Context: an optimization exercise on an open-source flow, tuned for small area, a short achievable clock period and few clock cycles per item. The choices shown serve that exercise and are no tape-out recipe.
Function not checked in this run: the RTL went through the layout flow alone.
Power figures rest on the tool's default switching activity, not on a simulated workload.

==> flow/config.mk <==
export PLATFORM = sky130hd
export DESIGN_NAME = binary_op_pipe
export DESIGN_NICKNAME = binary_op_pipe
export VERILOG_FILES = /design/flow/design.v
export SDC_FILE = /design/flow/constraint.sdc
export NUM_CORES = 4
export LEC_CHECK = 0
export CAP_MARGIN = 50
export CORE_MARGIN = 2
export CORE_UTILIZATION = 75
export SLEW_MARGIN = 65
==> flow/constraint.sdc <==
create_clock -name core_clock -period 12.0 [get_ports {clk}]
set_input_delay 2.4000 -clock core_clock [delete_from_list [all_inputs] [get_ports {clk}]]
set_output_delay 2.4000 -clock core_clock [all_outputs]
set_load 0.01 [all_outputs]
==> flow/design.v <==
package hdbe_op_pkg;
  typedef enum logic [3:0] {
    ADD  = 4'd0,
    SUB  = 4'd1,
    MUL  = 4'd2,
    SHL  = 4'd3,
    LSHR = 4'd4,
    ASHR = 4'd5,
    AND  = 4'd6,
    OR   = 4'd7,
    XOR  = 4'd8
  } op_e;
  localparam logic [3:0] OpLastLegal = 4'd8;
  typedef struct packed {
    logic ovf;
    logic zero;
    logic illegal;
  } op_flags_t;
  function automatic logic op_is_legal(input logic [3:0] op);
    op_is_legal = (op <= OpLastLegal);
  endfunction
endpackage
module binary_op_alu (
  input  logic [31:0] x,        
  input  logic [3:0]  bone,     
  input  logic [3:0]  btwo,     
  input  logic [3:0]  bneg,     
  input  logic [33:0] as_i,     
  input  logic [33:0] ac_i,     
  input  logic        notlast,  
  output logic [41:0] so,
  output logic [41:0] co
);
  logic [33:0] pp0, pp1, pp2, pp3;
  logic [3:0]  neg;
  function automatic logic [33:0] booth(input logic one, input logic two,
                                        input logic n, input logic [31:0] xx);
    logic [32:0] mag;
    mag   = ({33{one}} & {xx[31], xx}) | ({33{two}} & {xx, 1'b0});
    booth = {mag[32], mag} ^ {34{n}};
  endfunction
  assign pp0 = booth(bone[0], btwo[0], bneg[0], x);
  assign pp1 = booth(bone[1], btwo[1], bneg[1], x);
  assign pp2 = booth(bone[2], btwo[2], bneg[2], x);
  assign pp3 = booth(bone[3], btwo[3], bneg[3], x);
  assign neg = bneg;
  logic w1;
  logic w2;
  logic w3;
  logic w4;
  logic w5;
  logic w6;
  logic w7;
  logic w8;
  logic w9;
  logic w10;
  logic w11;
  logic w12;
  logic w13;
  logic w14;
  logic w15;
  logic w16;
  logic w17;
  logic w18;
  logic w19;
  logic w20;
  logic w21;
  logic w22;
  logic w23;
  logic w24;
  logic w25;
  logic w26;
  logic w27;
  logic w28;
  logic w29;
  logic w30;
  logic w31;
  logic w32;
  logic w33;
  logic w34;
  logic w35;
  logic w36;
  logic w37;
  logic w38;
  logic w39;
  logic w40;
  logic w41;
  logic w42;
  logic w43;
  logic w44;
  logic w45;
  logic w46;
  logic w47;
  logic w48;
  logic w49;
  logic w50;
  logic w51;
  logic w52;
  logic w53;
  logic w54;
  logic w55;
  logic w56;
  logic w57;
  logic w58;
  logic w59;
  logic w60;
  logic w61;
  logic w62;
  logic w63;
  logic w64;
  logic w65;
  logic w66;
  logic w67;
  logic w68;
  logic w69;
  logic w70;
  logic w71;
  logic w72;
  logic w73;
  logic w74;
  logic w75;
  logic w76;
  logic w77;
  logic w78;
  logic w79;
  logic w80;
  logic w81;
  logic w82;
  logic w83;
  logic w84;
  logic w85;
  logic w86;
  logic w87;
  logic w88;
  logic w89;
  logic w90;
  logic w91;
  logic w92;
  logic w93;
  logic w94;
  logic w95;
  logic w96;
  logic w97;
  logic w98;
  logic w99;
  logic w100;
  logic w101;
  logic w102;
  logic w103;
  logic w104;
  logic w105;
  logic w106;
  logic w107;
  logic w108;
  logic w109;
  logic w110;
  logic w111;
  logic w112;
  logic w113;
  logic w114;
  logic w115;
  logic w116;
  logic w117;
  logic w118;
  logic w119;
  logic w120;
  logic w121;
  logic w122;
  logic w123;
  logic w124;
  logic w125;
  logic w126;
  logic w127;
  logic w128;
  logic w129;
  logic w130;
  logic w131;
  logic w132;
  logic w133;
  logic w134;
  logic w135;
  logic w136;
  logic w137;
  logic w138;
  logic w139;
  logic w140;
  logic w141;
  logic w142;
  logic w143;
  logic w144;
  logic w145;
  logic w146;
  logic w147;
  logic w148;
  logic w149;
  logic w150;
  logic w151;
  logic w152;
  logic w153;
  logic w154;
  logic w155;
  logic w156;
  logic w157;
  logic w158;
  logic w159;
  logic w160;
  logic w161;
  logic w162;
  logic w163;
  logic w164;
  logic w165;
  logic w166;
  logic w167;
  logic w168;
  logic w169;
  logic w170;
  logic w171;
  logic w172;
  logic w173;
  logic w174;
  logic w175;
  logic w176;
  logic w177;
  logic w178;
  logic w179;
  logic w180;
  logic w181;
  logic w182;
  logic w183;
  logic w184;
  logic w185;
  logic w186;
  logic w187;
  logic w188;
  logic w189;
  logic w190;
  logic w191;
  logic w192;
  logic w193;
  logic w194;
  logic w195;
  logic w196;
  logic w197;
  logic w198;
  logic w199;
  logic w200;
  logic w201;
  logic w202;
  logic w203;
  logic w204;
  logic w205;
  logic w206;
  logic w207;
  logic w208;
  logic w209;
  logic w210;
  logic w211;
  logic w212;
  logic w213;
  logic w214;
  logic w215;
  logic w216;
  logic w217;
  logic w218;
  logic w219;
  logic w220;
  logic w221;
  logic w222;
  logic w223;
  logic w224;
  logic w225;
  logic w226;
  logic w227;
  logic w228;
  logic w229;
  logic w230;
  logic w231;
  logic w232;
  logic w233;
  logic w234;
  logic w235;
  logic w236;
  logic w237;
  logic w238;
  logic w239;
  logic w240;
  logic w241;
  logic w242;
  logic w243;
  logic w244;
  logic w245;
  logic w246;
  logic w247;
  logic w248;
  logic w249;
  logic w250;
  logic w251;
  logic w252;
  logic w253;
  logic w254;
  logic w255;
  logic w256;
  logic w257;
  logic w258;
  logic w259;
  logic w260;
  logic w261;
  logic w262;
  logic w263;
  logic w264;
  logic w265;
  logic w266;
  logic w267;
  logic w268;
  logic w269;
  logic w270;
  logic w271;
  logic w272;
  logic w273;
  logic w274;
  logic w275;
  logic w276;
  logic w277;
  logic w278;
  logic w279;
  logic w280;
  logic w281;
  logic w282;
  logic w283;
  logic w284;
  logic w285;
  logic w286;
  logic w287;
  logic w288;
  logic w289;
  logic w290;
  logic w291;
  logic w292;
  logic w293;
  logic w294;
  logic w295;
  logic w296;
  logic w297;
  logic w298;
  logic w299;
  logic w300;
  logic w301;
  logic w302;
  logic w303;
  logic w304;
  logic w305;
  logic w306;
  logic w307;
  logic w308;
  logic w309;
  logic w310;
  logic w311;
  logic w312;
  logic w313;
  logic w314;
  logic w315;
  logic w316;
  logic w317;
  logic w318;
  logic w319;
  logic w320;
  logic w321;
  logic w322;
  logic w323;
  logic w324;
  logic w325;
  logic w326;
  logic w327;
  logic w328;
  logic w329;
  logic w330;
  logic w331;
  logic w332;
  logic w333;
  logic w334;
  logic w335;
  logic w336;
  logic w337;
  logic w338;
  assign w1 = as_i[6] ^ ac_i[6];
  assign w2 = as_i[6] & ac_i[6];
  assign w3 = as_i[7] ^ ac_i[7];
  assign w4 = as_i[7] & ac_i[7];
  assign w5 = as_i[8] ^ ac_i[8];
  assign w6 = as_i[8] & ac_i[8];
  assign w7 = as_i[9] ^ ac_i[9];
  assign w8 = as_i[9] & ac_i[9];
  assign w9 = as_i[10] ^ ac_i[10];
  assign w10 = as_i[10] & ac_i[10];
  assign w11 = as_i[11] ^ ac_i[11];
  assign w12 = as_i[11] & ac_i[11];
  assign w13 = as_i[12] ^ ac_i[12];
  assign w14 = as_i[12] & ac_i[12];
  assign w15 = as_i[13] ^ ac_i[13];
  assign w16 = as_i[13] & ac_i[13];
  assign w17 = as_i[14] ^ ac_i[14];
  assign w18 = as_i[14] & ac_i[14];
  assign w19 = as_i[15] ^ ac_i[15];
  assign w20 = as_i[15] & ac_i[15];
  assign w21 = as_i[16] ^ ac_i[16];
  assign w22 = as_i[16] & ac_i[16];
  assign w23 = as_i[17] ^ ac_i[17];
  assign w24 = as_i[17] & ac_i[17];
  assign w25 = as_i[18] ^ ac_i[18];
  assign w26 = as_i[18] & ac_i[18];
  assign w27 = as_i[19] ^ ac_i[19];
  assign w28 = as_i[19] & ac_i[19];
  assign w29 = as_i[20] ^ ac_i[20];
  assign w30 = as_i[20] & ac_i[20];
  assign w31 = as_i[21] ^ ac_i[21];
  assign w32 = as_i[21] & ac_i[21];
  assign w33 = as_i[22] ^ ac_i[22];
  assign w34 = as_i[22] & ac_i[22];
  assign w35 = as_i[23] ^ ac_i[23];
  assign w36 = as_i[23] & ac_i[23];
  assign w37 = as_i[24] ^ ac_i[24];
  assign w38 = as_i[24] & ac_i[24];
  assign w39 = as_i[25] ^ ac_i[25];
  assign w40 = as_i[25] & ac_i[25];
  assign w41 = as_i[26] ^ ac_i[26];
  assign w42 = as_i[26] & ac_i[26];
  assign w43 = as_i[27] ^ ac_i[27];
  assign w44 = as_i[27] & ac_i[27];
  assign w45 = as_i[28] ^ ac_i[28];
  assign w46 = as_i[28] & ac_i[28];
  assign w47 = as_i[29] ^ ac_i[29];
  assign w48 = as_i[29] & ac_i[29];
  assign w49 = as_i[30] ^ ac_i[30];
  assign w50 = as_i[30] & ac_i[30];
  assign w51 = as_i[31] ^ ac_i[31];
  assign w52 = as_i[31] & ac_i[31];
  assign w53 = as_i[32] ^ ac_i[32];
  assign w54 = as_i[32] & ac_i[32];
  assign w55 = as_i[33] ^ ac_i[33];
  assign w56 = as_i[33] & ac_i[33];
  assign w57 = as_i[2] ^ ac_i[2];
  assign w58 = as_i[2] & ac_i[2];
  assign w59 = as_i[3] ^ ac_i[3];
  assign w60 = as_i[3] & ac_i[3];
  assign w61 = as_i[4] ^ ac_i[4] ^ pp0[4];
  assign w62 = (as_i[4] & ac_i[4]) | (as_i[4] & pp0[4]) | (ac_i[4] & pp0[4]);
  assign w63 = pp1[2] ^ pp2[0];
  assign w64 = pp1[2] & pp2[0];
  assign w65 = as_i[5] ^ ac_i[5] ^ pp0[5];
  assign w66 = (as_i[5] & ac_i[5]) | (as_i[5] & pp0[5]) | (ac_i[5] & pp0[5]);
  assign w67 = pp1[3] ^ pp2[1];
  assign w68 = pp1[3] & pp2[1];
  assign w69 = pp0[6] ^ pp1[4] ^ pp2[2];
  assign w70 = (pp0[6] & pp1[4]) | (pp0[6] & pp2[2]) | (pp1[4] & pp2[2]);
  assign w71 = pp3[0] ^ neg[3] ^ w1;
  assign w72 = (pp3[0] & neg[3]) | (pp3[0] & w1) | (neg[3] & w1);
  assign w73 = pp0[7] ^ pp1[5] ^ pp2[3];
  assign w74 = (pp0[7] & pp1[5]) | (pp0[7] & pp2[3]) | (pp1[5] & pp2[3]);
  assign w75 = pp3[1] ^ w2 ^ w3;
  assign w76 = (pp3[1] & w2) | (pp3[1] & w3) | (w2 & w3);
  assign w77 = pp0[8] ^ pp1[6] ^ pp2[4];
  assign w78 = (pp0[8] & pp1[6]) | (pp0[8] & pp2[4]) | (pp1[6] & pp2[4]);
  assign w79 = pp3[2] ^ w4 ^ w5;
  assign w80 = (pp3[2] & w4) | (pp3[2] & w5) | (w4 & w5);
  assign w81 = pp0[9] ^ pp1[7] ^ pp2[5];
  assign w82 = (pp0[9] & pp1[7]) | (pp0[9] & pp2[5]) | (pp1[7] & pp2[5]);
  assign w83 = pp3[3] ^ w6 ^ w7;
  assign w84 = (pp3[3] & w6) | (pp3[3] & w7) | (w6 & w7);
  assign w85 = pp0[10] ^ pp1[8] ^ pp2[6];
  assign w86 = (pp0[10] & pp1[8]) | (pp0[10] & pp2[6]) | (pp1[8] & pp2[6]);
  assign w87 = pp3[4] ^ w8 ^ w9;
  assign w88 = (pp3[4] & w8) | (pp3[4] & w9) | (w8 & w9);
  assign w89 = pp0[11] ^ pp1[9] ^ pp2[7];
  assign w90 = (pp0[11] & pp1[9]) | (pp0[11] & pp2[7]) | (pp1[9] & pp2[7]);
  assign w91 = pp3[5] ^ w10 ^ w11;
  assign w92 = (pp3[5] & w10) | (pp3[5] & w11) | (w10 & w11);
  assign w93 = pp0[12] ^ pp1[10] ^ pp2[8];
  assign w94 = (pp0[12] & pp1[10]) | (pp0[12] & pp2[8]) | (pp1[10] & pp2[8]);
  assign w95 = pp3[6] ^ w12 ^ w13;
  assign w96 = (pp3[6] & w12) | (pp3[6] & w13) | (w12 & w13);
  assign w97 = pp0[13] ^ pp1[11] ^ pp2[9];
  assign w98 = (pp0[13] & pp1[11]) | (pp0[13] & pp2[9]) | (pp1[11] & pp2[9]);
  assign w99 = pp3[7] ^ w14 ^ w15;
  assign w100 = (pp3[7] & w14) | (pp3[7] & w15) | (w14 & w15);
  assign w101 = pp0[14] ^ pp1[12] ^ pp2[10];
  assign w102 = (pp0[14] & pp1[12]) | (pp0[14] & pp2[10]) | (pp1[12] & pp2[10]);
  assign w103 = pp3[8] ^ w16 ^ w17;
  assign w104 = (pp3[8] & w16) | (pp3[8] & w17) | (w16 & w17);
  assign w105 = pp0[15] ^ pp1[13] ^ pp2[11];
  assign w106 = (pp0[15] & pp1[13]) | (pp0[15] & pp2[11]) | (pp1[13] & pp2[11]);
  assign w107 = pp3[9] ^ w18 ^ w19;
  assign w108 = (pp3[9] & w18) | (pp3[9] & w19) | (w18 & w19);
  assign w109 = pp0[16] ^ pp1[14] ^ pp2[12];
  assign w110 = (pp0[16] & pp1[14]) | (pp0[16] & pp2[12]) | (pp1[14] & pp2[12]);
  assign w111 = pp3[10] ^ w20 ^ w21;
  assign w112 = (pp3[10] & w20) | (pp3[10] & w21) | (w20 & w21);
  assign w113 = pp0[17] ^ pp1[15] ^ pp2[13];
  assign w114 = (pp0[17] & pp1[15]) | (pp0[17] & pp2[13]) | (pp1[15] & pp2[13]);
  assign w115 = pp3[11] ^ w22 ^ w23;
  assign w116 = (pp3[11] & w22) | (pp3[11] & w23) | (w22 & w23);
  assign w117 = pp0[18] ^ pp1[16] ^ pp2[14];
  assign w118 = (pp0[18] & pp1[16]) | (pp0[18] & pp2[14]) | (pp1[16] & pp2[14]);
  assign w119 = pp3[12] ^ w24 ^ w25;
  assign w120 = (pp3[12] & w24) | (pp3[12] & w25) | (w24 & w25);
  assign w121 = pp0[19] ^ pp1[17] ^ pp2[15];
  assign w122 = (pp0[19] & pp1[17]) | (pp0[19] & pp2[15]) | (pp1[17] & pp2[15]);
  assign w123 = pp3[13] ^ w26 ^ w27;
  assign w124 = (pp3[13] & w26) | (pp3[13] & w27) | (w26 & w27);
  assign w125 = pp0[20] ^ pp1[18] ^ pp2[16];
  assign w126 = (pp0[20] & pp1[18]) | (pp0[20] & pp2[16]) | (pp1[18] & pp2[16]);
  assign w127 = pp3[14] ^ w28 ^ w29;
  assign w128 = (pp3[14] & w28) | (pp3[14] & w29) | (w28 & w29);
  assign w129 = pp0[21] ^ pp1[19] ^ pp2[17];
  assign w130 = (pp0[21] & pp1[19]) | (pp0[21] & pp2[17]) | (pp1[19] & pp2[17]);
  assign w131 = pp3[15] ^ w30 ^ w31;
  assign w132 = (pp3[15] & w30) | (pp3[15] & w31) | (w30 & w31);
  assign w133 = pp0[22] ^ pp1[20] ^ pp2[18];
  assign w134 = (pp0[22] & pp1[20]) | (pp0[22] & pp2[18]) | (pp1[20] & pp2[18]);
  assign w135 = pp3[16] ^ w32 ^ w33;
  assign w136 = (pp3[16] & w32) | (pp3[16] & w33) | (w32 & w33);
  assign w137 = pp0[23] ^ pp1[21] ^ pp2[19];
  assign w138 = (pp0[23] & pp1[21]) | (pp0[23] & pp2[19]) | (pp1[21] & pp2[19]);
  assign w139 = pp3[17] ^ w34 ^ w35;
  assign w140 = (pp3[17] & w34) | (pp3[17] & w35) | (w34 & w35);
  assign w141 = pp0[24] ^ pp1[22] ^ pp2[20];
  assign w142 = (pp0[24] & pp1[22]) | (pp0[24] & pp2[20]) | (pp1[22] & pp2[20]);
  assign w143 = pp3[18] ^ w36 ^ w37;
  assign w144 = (pp3[18] & w36) | (pp3[18] & w37) | (w36 & w37);
  assign w145 = pp0[25] ^ pp1[23] ^ pp2[21];
  assign w146 = (pp0[25] & pp1[23]) | (pp0[25] & pp2[21]) | (pp1[23] & pp2[21]);
  assign w147 = pp3[19] ^ w38 ^ w39;
  assign w148 = (pp3[19] & w38) | (pp3[19] & w39) | (w38 & w39);
  assign w149 = pp0[26] ^ pp1[24] ^ pp2[22];
  assign w150 = (pp0[26] & pp1[24]) | (pp0[26] & pp2[22]) | (pp1[24] & pp2[22]);
  assign w151 = pp3[20] ^ w40 ^ w41;
  assign w152 = (pp3[20] & w40) | (pp3[20] & w41) | (w40 & w41);
  assign w153 = pp0[27] ^ pp1[25] ^ pp2[23];
  assign w154 = (pp0[27] & pp1[25]) | (pp0[27] & pp2[23]) | (pp1[25] & pp2[23]);
  assign w155 = pp3[21] ^ w42 ^ w43;
  assign w156 = (pp3[21] & w42) | (pp3[21] & w43) | (w42 & w43);
  assign w157 = pp0[28] ^ pp1[26] ^ pp2[24];
  assign w158 = (pp0[28] & pp1[26]) | (pp0[28] & pp2[24]) | (pp1[26] & pp2[24]);
  assign w159 = pp3[22] ^ w44 ^ w45;
  assign w160 = (pp3[22] & w44) | (pp3[22] & w45) | (w44 & w45);
  assign w161 = pp0[29] ^ pp1[27] ^ pp2[25];
  assign w162 = (pp0[29] & pp1[27]) | (pp0[29] & pp2[25]) | (pp1[27] & pp2[25]);
  assign w163 = pp3[23] ^ w46 ^ w47;
  assign w164 = (pp3[23] & w46) | (pp3[23] & w47) | (w46 & w47);
  assign w165 = pp0[30] ^ pp1[28] ^ pp2[26];
  assign w166 = (pp0[30] & pp1[28]) | (pp0[30] & pp2[26]) | (pp1[28] & pp2[26]);
  assign w167 = pp3[24] ^ w48 ^ w49;
  assign w168 = (pp3[24] & w48) | (pp3[24] & w49) | (w48 & w49);
  assign w169 = pp0[31] ^ pp1[29] ^ pp2[27];
  assign w170 = (pp0[31] & pp1[29]) | (pp0[31] & pp2[27]) | (pp1[29] & pp2[27]);
  assign w171 = pp3[25] ^ w50 ^ w51;
  assign w172 = (pp3[25] & w50) | (pp3[25] & w51) | (w50 & w51);
  assign w173 = pp0[32] ^ pp1[30] ^ pp2[28];
  assign w174 = (pp0[32] & pp1[30]) | (pp0[32] & pp2[28]) | (pp1[30] & pp2[28]);
  assign w175 = pp3[26] ^ w52 ^ w53;
  assign w176 = (pp3[26] & w52) | (pp3[26] & w53) | (w52 & w53);
  assign w177 = ~pp0[33] ^ pp1[31] ^ pp2[29];
  assign w178 = (~pp0[33] & pp1[31]) | (~pp0[33] & pp2[29]) | (pp1[31] & pp2[29]);
  assign w179 = pp3[27] ^ w54 ^ w55;
  assign w180 = (pp3[27] & w54) | (pp3[27] & w55) | (w54 & w55);
  assign w181 = 1'b1 ^ pp1[32] ^ pp2[30];
  assign w182 = (1'b1 & pp1[32]) | (1'b1 & pp2[30]) | (pp1[32] & pp2[30]);
  assign w183 = pp3[28] ^ w56;
  assign w184 = pp3[28] & w56;
  assign w185 = ~pp1[33] ^ pp2[31];
  assign w186 = ~pp1[33] & pp2[31];
  assign w187 = as_i[0] ^ ac_i[0];
  assign w188 = as_i[0] & ac_i[0];
  assign w189 = as_i[1] ^ ac_i[1];
  assign w190 = as_i[1] & ac_i[1];
  assign w191 = pp0[2] ^ pp1[0] ^ neg[1];
  assign w192 = (pp0[2] & pp1[0]) | (pp0[2] & neg[1]) | (pp1[0] & neg[1]);
  assign w193 = pp0[3] ^ pp1[1] ^ w58;
  assign w194 = (pp0[3] & pp1[1]) | (pp0[3] & w58) | (pp1[1] & w58);
  assign w195 = neg[2] ^ w60 ^ w61;
  assign w196 = (neg[2] & w60) | (neg[2] & w61) | (w60 & w61);
  assign w197 = w62 ^ w64 ^ w65;
  assign w198 = (w62 & w64) | (w62 & w65) | (w64 & w65);
  assign w199 = w66 ^ w68 ^ w69;
  assign w200 = (w66 & w68) | (w66 & w69) | (w68 & w69);
  assign w201 = w70 ^ w72 ^ w73;
  assign w202 = (w70 & w72) | (w70 & w73) | (w72 & w73);
  assign w203 = w74 ^ w76 ^ w77;
  assign w204 = (w74 & w76) | (w74 & w77) | (w76 & w77);
  assign w205 = w78 ^ w80 ^ w81;
  assign w206 = (w78 & w80) | (w78 & w81) | (w80 & w81);
  assign w207 = w82 ^ w84 ^ w85;
  assign w208 = (w82 & w84) | (w82 & w85) | (w84 & w85);
  assign w209 = w86 ^ w88 ^ w89;
  assign w210 = (w86 & w88) | (w86 & w89) | (w88 & w89);
  assign w211 = w90 ^ w92 ^ w93;
  assign w212 = (w90 & w92) | (w90 & w93) | (w92 & w93);
  assign w213 = w94 ^ w96 ^ w97;
  assign w214 = (w94 & w96) | (w94 & w97) | (w96 & w97);
  assign w215 = w98 ^ w100 ^ w101;
  assign w216 = (w98 & w100) | (w98 & w101) | (w100 & w101);
  assign w217 = w102 ^ w104 ^ w105;
  assign w218 = (w102 & w104) | (w102 & w105) | (w104 & w105);
  assign w219 = w106 ^ w108 ^ w109;
  assign w220 = (w106 & w108) | (w106 & w109) | (w108 & w109);
  assign w221 = w110 ^ w112 ^ w113;
  assign w222 = (w110 & w112) | (w110 & w113) | (w112 & w113);
  assign w223 = w114 ^ w116 ^ w117;
  assign w224 = (w114 & w116) | (w114 & w117) | (w116 & w117);
  assign w225 = w118 ^ w120 ^ w121;
  assign w226 = (w118 & w120) | (w118 & w121) | (w120 & w121);
  assign w227 = w122 ^ w124 ^ w125;
  assign w228 = (w122 & w124) | (w122 & w125) | (w124 & w125);
  assign w229 = w126 ^ w128 ^ w129;
  assign w230 = (w126 & w128) | (w126 & w129) | (w128 & w129);
  assign w231 = w130 ^ w132 ^ w133;
  assign w232 = (w130 & w132) | (w130 & w133) | (w132 & w133);
  assign w233 = w134 ^ w136 ^ w137;
  assign w234 = (w134 & w136) | (w134 & w137) | (w136 & w137);
  assign w235 = w138 ^ w140 ^ w141;
  assign w236 = (w138 & w140) | (w138 & w141) | (w140 & w141);
  assign w237 = w142 ^ w144 ^ w145;
  assign w238 = (w142 & w144) | (w142 & w145) | (w144 & w145);
  assign w239 = w146 ^ w148 ^ w149;
  assign w240 = (w146 & w148) | (w146 & w149) | (w148 & w149);
  assign w241 = w150 ^ w152 ^ w153;
  assign w242 = (w150 & w152) | (w150 & w153) | (w152 & w153);
  assign w243 = w154 ^ w156 ^ w157;
  assign w244 = (w154 & w156) | (w154 & w157) | (w156 & w157);
  assign w245 = w158 ^ w160 ^ w161;
  assign w246 = (w158 & w160) | (w158 & w161) | (w160 & w161);
  assign w247 = w162 ^ w164 ^ w165;
  assign w248 = (w162 & w164) | (w162 & w165) | (w164 & w165);
  assign w249 = w166 ^ w168 ^ w169;
  assign w250 = (w166 & w168) | (w166 & w169) | (w168 & w169);
  assign w251 = w170 ^ w172 ^ w173;
  assign w252 = (w170 & w172) | (w170 & w173) | (w172 & w173);
  assign w253 = w174 ^ w176 ^ w177;
  assign w254 = (w174 & w176) | (w174 & w177) | (w176 & w177);
  assign w255 = w178 ^ w180 ^ w181;
  assign w256 = (w178 & w180) | (w178 & w181) | (w180 & w181);
  assign w257 = pp3[29] ^ w182 ^ w184;
  assign w258 = (pp3[29] & w182) | (pp3[29] & w184) | (w182 & w184);
  assign w259 = 1'b1 ^ pp2[32] ^ pp3[30];
  assign w260 = (1'b1 & pp2[32]) | (1'b1 & pp3[30]) | (pp2[32] & pp3[30]);
  assign w261 = pp0[0] ^ neg[0];
  assign w262 = pp0[0] & neg[0];
  assign w263 = pp0[1] ^ w188 ^ w189;
  assign w264 = (pp0[1] & w188) | (pp0[1] & w189) | (w188 & w189);
  assign w265 = w57 ^ w190 ^ w191;
  assign w266 = (w57 & w190) | (w57 & w191) | (w190 & w191);
  assign w267 = w59 ^ w192 ^ w193;
  assign w268 = (w59 & w192) | (w59 & w193) | (w192 & w193);
  assign w269 = w63 ^ w194 ^ w195;
  assign w270 = (w63 & w194) | (w63 & w195) | (w194 & w195);
  assign w271 = w67 ^ w196 ^ w197;
  assign w272 = (w67 & w196) | (w67 & w197) | (w196 & w197);
  assign w273 = w71 ^ w198 ^ w199;
  assign w274 = (w71 & w198) | (w71 & w199) | (w198 & w199);
  assign w275 = w75 ^ w200 ^ w201;
  assign w276 = (w75 & w200) | (w75 & w201) | (w200 & w201);
  assign w277 = w79 ^ w202 ^ w203;
  assign w278 = (w79 & w202) | (w79 & w203) | (w202 & w203);
  assign w279 = w83 ^ w204 ^ w205;
  assign w280 = (w83 & w204) | (w83 & w205) | (w204 & w205);
  assign w281 = w87 ^ w206 ^ w207;
  assign w282 = (w87 & w206) | (w87 & w207) | (w206 & w207);
  assign w283 = w91 ^ w208 ^ w209;
  assign w284 = (w91 & w208) | (w91 & w209) | (w208 & w209);
  assign w285 = w95 ^ w210 ^ w211;
  assign w286 = (w95 & w210) | (w95 & w211) | (w210 & w211);
  assign w287 = w99 ^ w212 ^ w213;
  assign w288 = (w99 & w212) | (w99 & w213) | (w212 & w213);
  assign w289 = w103 ^ w214 ^ w215;
  assign w290 = (w103 & w214) | (w103 & w215) | (w214 & w215);
  assign w291 = w107 ^ w216 ^ w217;
  assign w292 = (w107 & w216) | (w107 & w217) | (w216 & w217);
  assign w293 = w111 ^ w218 ^ w219;
  assign w294 = (w111 & w218) | (w111 & w219) | (w218 & w219);
  assign w295 = w115 ^ w220 ^ w221;
  assign w296 = (w115 & w220) | (w115 & w221) | (w220 & w221);
  assign w297 = w119 ^ w222 ^ w223;
  assign w298 = (w119 & w222) | (w119 & w223) | (w222 & w223);
  assign w299 = w123 ^ w224 ^ w225;
  assign w300 = (w123 & w224) | (w123 & w225) | (w224 & w225);
  assign w301 = w127 ^ w226 ^ w227;
  assign w302 = (w127 & w226) | (w127 & w227) | (w226 & w227);
  assign w303 = w131 ^ w228 ^ w229;
  assign w304 = (w131 & w228) | (w131 & w229) | (w228 & w229);
  assign w305 = w135 ^ w230 ^ w231;
  assign w306 = (w135 & w230) | (w135 & w231) | (w230 & w231);
  assign w307 = w139 ^ w232 ^ w233;
  assign w308 = (w139 & w232) | (w139 & w233) | (w232 & w233);
  assign w309 = w143 ^ w234 ^ w235;
  assign w310 = (w143 & w234) | (w143 & w235) | (w234 & w235);
  assign w311 = w147 ^ w236 ^ w237;
  assign w312 = (w147 & w236) | (w147 & w237) | (w236 & w237);
  assign w313 = w151 ^ w238 ^ w239;
  assign w314 = (w151 & w238) | (w151 & w239) | (w238 & w239);
  assign w315 = w155 ^ w240 ^ w241;
  assign w316 = (w155 & w240) | (w155 & w241) | (w240 & w241);
  assign w317 = w159 ^ w242 ^ w243;
  assign w318 = (w159 & w242) | (w159 & w243) | (w242 & w243);
  assign w319 = w163 ^ w244 ^ w245;
  assign w320 = (w163 & w244) | (w163 & w245) | (w244 & w245);
  assign w321 = w167 ^ w246 ^ w247;
  assign w322 = (w167 & w246) | (w167 & w247) | (w246 & w247);
  assign w323 = w171 ^ w248 ^ w249;
  assign w324 = (w171 & w248) | (w171 & w249) | (w248 & w249);
  assign w325 = w175 ^ w250 ^ w251;
  assign w326 = (w175 & w250) | (w175 & w251) | (w250 & w251);
  assign w327 = w179 ^ w252 ^ w253;
  assign w328 = (w179 & w252) | (w179 & w253) | (w252 & w253);
  assign w329 = w183 ^ w254 ^ w255;
  assign w330 = (w183 & w254) | (w183 & w255) | (w254 & w255);
  assign w331 = w185 ^ w256 ^ w257;
  assign w332 = (w185 & w256) | (w185 & w257) | (w256 & w257);
  assign w333 = w186 ^ w258 ^ w259;
  assign w334 = (w186 & w258) | (w186 & w259) | (w258 & w259);
  assign w335 = ~pp2[33] ^ pp3[31] ^ w260;
  assign w336 = (~pp2[33] & pp3[31]) | (~pp2[33] & w260) | (pp3[31] & w260);
  assign w337 = 1'b1 ^ pp3[32];
  assign w338 = 1'b1 & pp3[32];
  assign so = {1'b0, notlast, ~pp3[33], w336, w334, w332, w330, w328, w326, w324, w322, w320, w318, w316, w314, w312, w310, w308, w306, w304, w302, w300, w298, w296, w294, w292, w290, w288, w286, w284, w282, w280, w278, w276, w274, w272, w270, w268, w266, w264, w262, w187};
  assign co = {1'b0, 1'b0, w338, w337, w335, w333, w331, w329, w327, w325, w323, w321, w319, w317, w315, w313, w311, w309, w307, w305, w303, w301, w299, w297, w295, w293, w291, w289, w287, w285, w283, w281, w279, w277, w275, w273, w271, w269, w267, w265, w263, w261};
endmodule
module binary_op_pipe
#(
  parameter int ParamBitWidth = 32,
  parameter int ParamLatency  = 2,
  parameter int ParamTagWidth = 8
) (
  input  logic                     clk,
  input  logic                     reset,
  input  logic                     in_valid,
  output logic                     in_ready,
  input  logic [3:0]               in_op,
  input  logic [ParamBitWidth-1:0] in_lhs,
  input  logic [ParamBitWidth-1:0] in_rhs,
  input  logic [ParamTagWidth-1:0] in_tag,
  output logic                     out_valid,
  input  logic                     out_ready,
  output logic [ParamBitWidth-1:0] out_result,
  output logic [ParamTagWidth-1:0] out_tag,
  output logic                     out_ovf,
  output logic                     out_zero,
  output logic                     out_illegal
);
  logic        iv;           
  logic [3:0]  iop;
  logic [31:0] ia;           
  logic [31:0] ib;           
  logic [7:0]  itag;
  logic [4:0]  shamt;        
  logic        big;          
  logic        fill;         
  logic [2:0]  cnt;          
  logic        plast;        
  logic [3:0]  bone, btwo, bneg;   
  logic [7:0]  slo, clo;     
  logic        cy;           
  logic [33:0] acs;          
  logic [33:0] acc;          
  logic        rdy, rdy_o;   
  logic        sv;           
  logic        ov;
  logic [31:0] ores;
  logic [7:0]  otag;
  logic        oovf, ozero, oill;
  logic is_addsub, is_sub, is_mul, is_shl, is_shr, is_sh;
  logic is_and, is_or, is_xor, is_ill, is_logic;
  assign is_addsub = (iop[3:1] == 3'd0);
  assign is_sub    = (iop == 4'd1);
  assign is_mul    = (iop == 4'd2);
  assign is_shl    = (iop == 4'd3);
  assign is_shr    = (iop == 4'd4) || (iop == 4'd5);
  assign is_sh     = is_shl || is_shr;
  assign is_and    = (iop == 4'd6);
  assign is_or     = (iop == 4'd7);
  assign is_xor    = (iop == 4'd8);
  assign is_ill    = (iop > 4'd8);
  assign is_logic  = is_and || is_or || is_xor;
  logic mul_pass, mul_last;
  assign mul_pass = iv && is_mul && !cnt[2] && !sv;
  assign mul_last = plast;
  logic [41:0] mso, mco;
  logic [8:0]  mlo;           
  binary_op_alu u_mpass (
    .x       (ia),
    .bone    (bone),
    .btwo    (btwo),
    .bneg    (bneg),
    .as_i    (acs),
    .ac_i    (acc),
    .notlast (!mul_last),
    .so      (mso),
    .co      (mco)
  );
  logic [9:0] mlo10;
  assign mlo10 = {1'b0, slo, 1'b1} + {1'b0, clo, cy};
  assign mlo   = mlo10[9:1];
  logic [31:0] sum_s, p_s, g_s, t_s, logic_s;
  logic [32:0] sum33_s;
  logic        cin, ovf_as, eq0_s, eq1_s;
  assign cin     = is_sub | (is_mul & mlo[8]);
  assign sum33_s = {ia, 1'b1} + {ib, is_sub};
  assign sum_s   = sum33_s[32:1];
  assign p_s     = ia ^ ib;
  assign g_s     = ia & ib;
  assign t_s     = ia | ib;
  assign ovf_as  = (ia[31] == ib[31]) && (sum_s[31] != ia[31]);
  assign eq0_s   = (p_s == {t_s[30:0], cin});
  assign eq1_s   = (~p_s == {g_s[30:0], cin});
  assign logic_s = ({32{is_xor | is_or}} & p_s) | ({32{is_and | is_or}} & g_s);
  logic [31:0] sy, sy_rev, shmask;
  logic        zero_sh;
  always_comb begin
    logic [32:0] r;
    r  = $signed({fill, ia}) >>> shamt;
    sy = big ? {32{fill}} : r[31:0];
  end
  always_comb begin
    for (int i = 0; i < 32; i++) begin
      sy_rev[i] = sy[31-i];
      shmask[i] = (i >= shamt);
    end
  end
  assign zero_sh = !fill && (big || ((ia & shmask) == 32'd0));
  logic [31:0] eres;
  logic [7:0]  etag;
  logic        eovf, ezero, eill, edone, ego;
  logic        s_sum, s_shl, s_shr, s_log, s_mul;
  assign s_sum = is_addsub & !sv;
  assign s_shl = is_shl & !sv;
  assign s_shr = is_shr & !sv;
  assign s_log = is_logic & !sv;
  assign s_mul = is_mul & !sv;
  assign eres[31:24] = ({8{s_sum}} & sum_s[31:24]) | ({8{s_shl}} & sy_rev[31:24])
                     | ({8{s_shr}} & sy[31:24]) | ({8{s_log}} & logic_s[31:24])
                     | ({8{s_mul}} & mlo[7:0]) | ({8{sv}} & acs[31:24]);
  assign eres[23:0]  = ({24{s_sum}} & sum_s[23:0]) | ({24{s_shl}} & sy_rev[23:0])
                     | ({24{s_shr}} & sy[23:0]) | ({24{s_log}} & logic_s[23:0])
                     | ({24{s_mul | sv}} & acs[23:0]);
  assign ezero = sv ? acc[10]
               : ((is_addsub & eq0_s) | (is_sh & zero_sh) | (is_logic & (logic_s == 32'd0))
                  | (is_mul & (mlo[7:0] == 8'd0) & (acs[23:0] == 24'd0)) | is_ill);
  assign eovf  = sv ? acc[8]
               : ((is_addsub & ovf_as) | (is_mul & (mlo[7] ? !eq1_s : !eq0_s)));
  assign eill  = sv ? acc[9] : is_ill;
  assign etag  = sv ? acc[7:0] : itag;
  assign edone = !is_mul || cnt[2];
  assign ego   = iv && edone && !sv;
  function automatic logic [11:0] booth_dec(input logic [8:0] y);
    logic [3:0] one, two, neg;
    for (int t = 0; t < 4; t++) begin
      neg[t] = y[2*t+2];
      one[t] = y[2*t+1] ^ y[2*t];
      two[t] = (y[2*t+2] & ~y[2*t+1] & ~y[2*t]) | (~y[2*t+2] & y[2*t+1] & y[2*t]);
    end
    booth_dec = {one, two, neg};
  endfunction
  logic out_take, skid_ld;
  logic [31:0] in_lhs_rev;
  always_comb begin
    for (int i = 0; i < 32; i++) in_lhs_rev[i] = in_lhs[31-i];
  end
  logic       iv_n, sv_n, ov_n, rdy_n, mul_n;
  logic [2:0] cnt_n;
  assign in_ready = rdy_o;
  assign out_take = !ov || out_ready;
  assign skid_ld  = !sv && ego && !out_take;
  assign iv_n  = rdy ? in_valid : iv;
  assign mul_n = rdy ? (in_op == 4'd2) : is_mul;
  assign cnt_n = ego ? 3'd0 : (mul_pass ? cnt + 3'd1 : cnt);
  assign sv_n  = sv ? !out_take : (ego && !out_take);
  assign ov_n  = out_take ? (sv || ego) : ov;
  assign rdy_n = !iv_n || ((!mul_n || cnt_n[2]) && !sv_n);
  always_ff @(posedge clk or posedge reset) begin
    if (reset) begin
      iv    <= 1'b0;
      cnt   <= 3'd0;
      sv    <= 1'b0;
      ov    <= 1'b0;
      rdy   <= 1'b1;
      plast <= 1'b0;
    end else begin
      iv    <= iv_n;
      cnt   <= cnt_n;
      sv    <= sv_n;
      ov    <= ov_n;
      rdy   <= rdy_n;
      plast <= (cnt_n == 3'd3);
    end
  end
  always_ff @(posedge clk) begin
    rdy_o <= rdy_n;
  end
  always_ff @(posedge clk) begin
    if (rdy) begin
      iop   <= in_op;
      ia    <= (in_op == 4'd3) ? in_lhs_rev : in_lhs;
      ib    <= in_rhs ^ {32{in_op == 4'd1}};
      itag  <= in_tag;
      shamt <= in_rhs[4:0];
      big   <= |in_rhs[31:5];
      fill  <= (in_op == 4'd5) & in_lhs[31];
      slo   <= 8'd0;
      clo   <= 8'd0;
      cy    <= 1'b0;
      {bone, btwo, bneg} <= booth_dec({in_rhs[7:0], 1'b0});
    end else if (mul_pass) begin
      {bone, btwo, bneg} <= booth_dec(ib[15:7]);
      slo <= mso[7:0];
      clo <= mco[7:0];
      cy  <= mlo[8];
      if (mul_last) begin
        ia <= mso[39:8];
        ib <= mco[39:8];
      end else begin
        ib <= {mlo[7:0], ib[31:8]};
      end
    end
    if (mul_pass || !(sv && !out_take)) begin
      acs <= ({34{mul_pass & !mul_last}} & mso[41:8])
           | ({34{mul_pass & mul_last}} & {10'd0, mlo[7:0], ib[31:16]})
           | ({34{skid_ld}} & {2'b00, eres})
           | {!mul_pass & !skid_ld, 33'd0};
      acc <= ({34{mul_pass}} & mco[41:8])
           | ({34{skid_ld}} & {23'd0, ezero, eill, eovf, etag});
    end
    if (out_take) begin
      ores  <= eres;
      otag  <= etag;
      oovf  <= eovf;
      ozero <= ezero;
      oill  <= eill;
    end
  end
  assign out_valid   = ov;
  assign out_result  = ores;
  assign out_tag     = otag;
  assign out_ovf     = oovf;
  assign out_zero    = ozero;
  assign out_illegal = oill;
endmodule
==> flow/run.sh <==
#!/bin/bash
# synth_recipe.tcl (not shown) runs the flow's synth.tcl, then flattens the netlist and writes it again
# the make line also repeats each setting of config.mk as NAME=value (left out here)
make -C /OpenROAD-flow-scripts/flow DESIGN_CONFIG=/design/flow/config.mk WORK_HOME=/design/flow/orfs CLKGATE_MAP_FILE= SYNTH_SCRIPT=/design/flow/synth_recipe.tcl finish
==> results.py <==
metrics = {
    "logic_synthesis": {
        "synth_top_area_share": 0.256,
        "synth_nets": 2827,
        "yosys-top-cells-count": "inv_1, edfxtp_1, nand2_1",
        "netlist_top_cells_area": "edfxtp_1, fa_1, ha_1, xor2_1, a22oi_1",
        "synth_area_um2": 23900,
        "synth_top_area_cell": "edfxtp_1",
        "synthArstFlopShare": 0.0348,
        "synth.area.mux_share": 0.0955,
        "yosys.cell_types.count": 83,
        "synth_compound_area_frac": 0.170,
        "synth-simple-area-share": 0.102,
        "synth_most_common_cell": "inv_1",
        "synth_warnings": 2,
        "synth_edf_count": 204,
        "synth_top_family_by_area": "adder cells",
        "avgSynthCellArea_um2": 9.65,
        "synth.yosys.seq_area_share": 0.280,
        "synthAdderAreaFrac": 0.189,
        "ys.flop_type": "edfxtp_1",
        "ys_ff_latch": 230,
        "synth_xor_area_frac": 0.0853,
        "synthCells": 2479,
    },
    "clock_network": {
        "ctsHoldBuffers": 0,
        "clock_path_buffers": 3,
        "clock_sinks": 230,
        "root_buffer": "clkbuf_16",
        "cts_setup_buffers": 0,
        "numCtsBuffers": 27,
        "htreeDepth": 1,
        "cts_resized": 0,
    },
    "floorplan": {
        "io-pin-count": 125,
        "rows": 65,
        "start_util": 0.760,
        "die_h_um": 183,
        "die_x_um": 183,
    },
    "placed_design": {
        "dpl.hpwl_mm": 77.1,
        "place.gp.congestion": 1.25,
        "port_buffers": 124,
        "pre_cts_slack_ns": 7.62,
    },
    "global_route": {
        "grt-ovfl-total": 61,
        "grt_max_degree": 82,
        "grt_util_all_layers": 0.756,
    },
    "outcome": {
        "status": "did not finish",
        "stop_stage": "global routing (5_1_grt)",
        "stop_error": "[ERROR GRT-0232] Routing congestion too high. Check the congestion heatmap in the GUI.",
    },
}
-- per-layer routing --
layer | overflow | track usage
met2 | 28 | 0.921
met4 | 31 | 0.719
met3 | 1 | 0.602
met1 | 0 | 0.766
met5 | 1 | 0.353
-- through the flow --
| step | cells | instance area, um2 | total power [mW] |
|---|---|---|---|
| 2_1_floorplan | 2479 | 23900 | 4.22 |
| 3_3_place_gp | 2834 | 25200 | 6.46 |
| 3_5_place_dp | 2899 | 26000 | 6.81 |
| 4_1_cts | 2948 | 27000 | 7.98 |
-- how the worst max path moves through the flow --
| stage | startpoint | to | slack (ns) |
|---|---|---|---|
| after floorplan | out_ready | acc[0]$_DFFE_PP_ | 7.00 |
| after detailed placement | out_ready | acc[8]$_DFFE_PP_ | 7.62 |
| after CTS | bneg[2]$_DFFE_PP_ | acs[23]$_DFFE_PP_ | 7.70 |
| after global placement | out_ready | acc[15]$_DFFE_PP_ | 7.00 |
-- power by group through the flow --
stage               combinational, mW  clock [mW]  sequential, mW
CTS                              5.73       0.990            1.26
detailed placement               5.54           0            1.27
global placement                 5.06           0            1.40
floorplan                        3.01           0            1.21
-- logic make-up after synthesis --
kind of cell / count (synthesis)
adders and majority gates: 268
and+or+nand+nor: 516
AOI/OAI and AO/OA: 590
xor gates and xnor gates: 233
buffers and inverters: 474
muxes: 168
DFF: 230
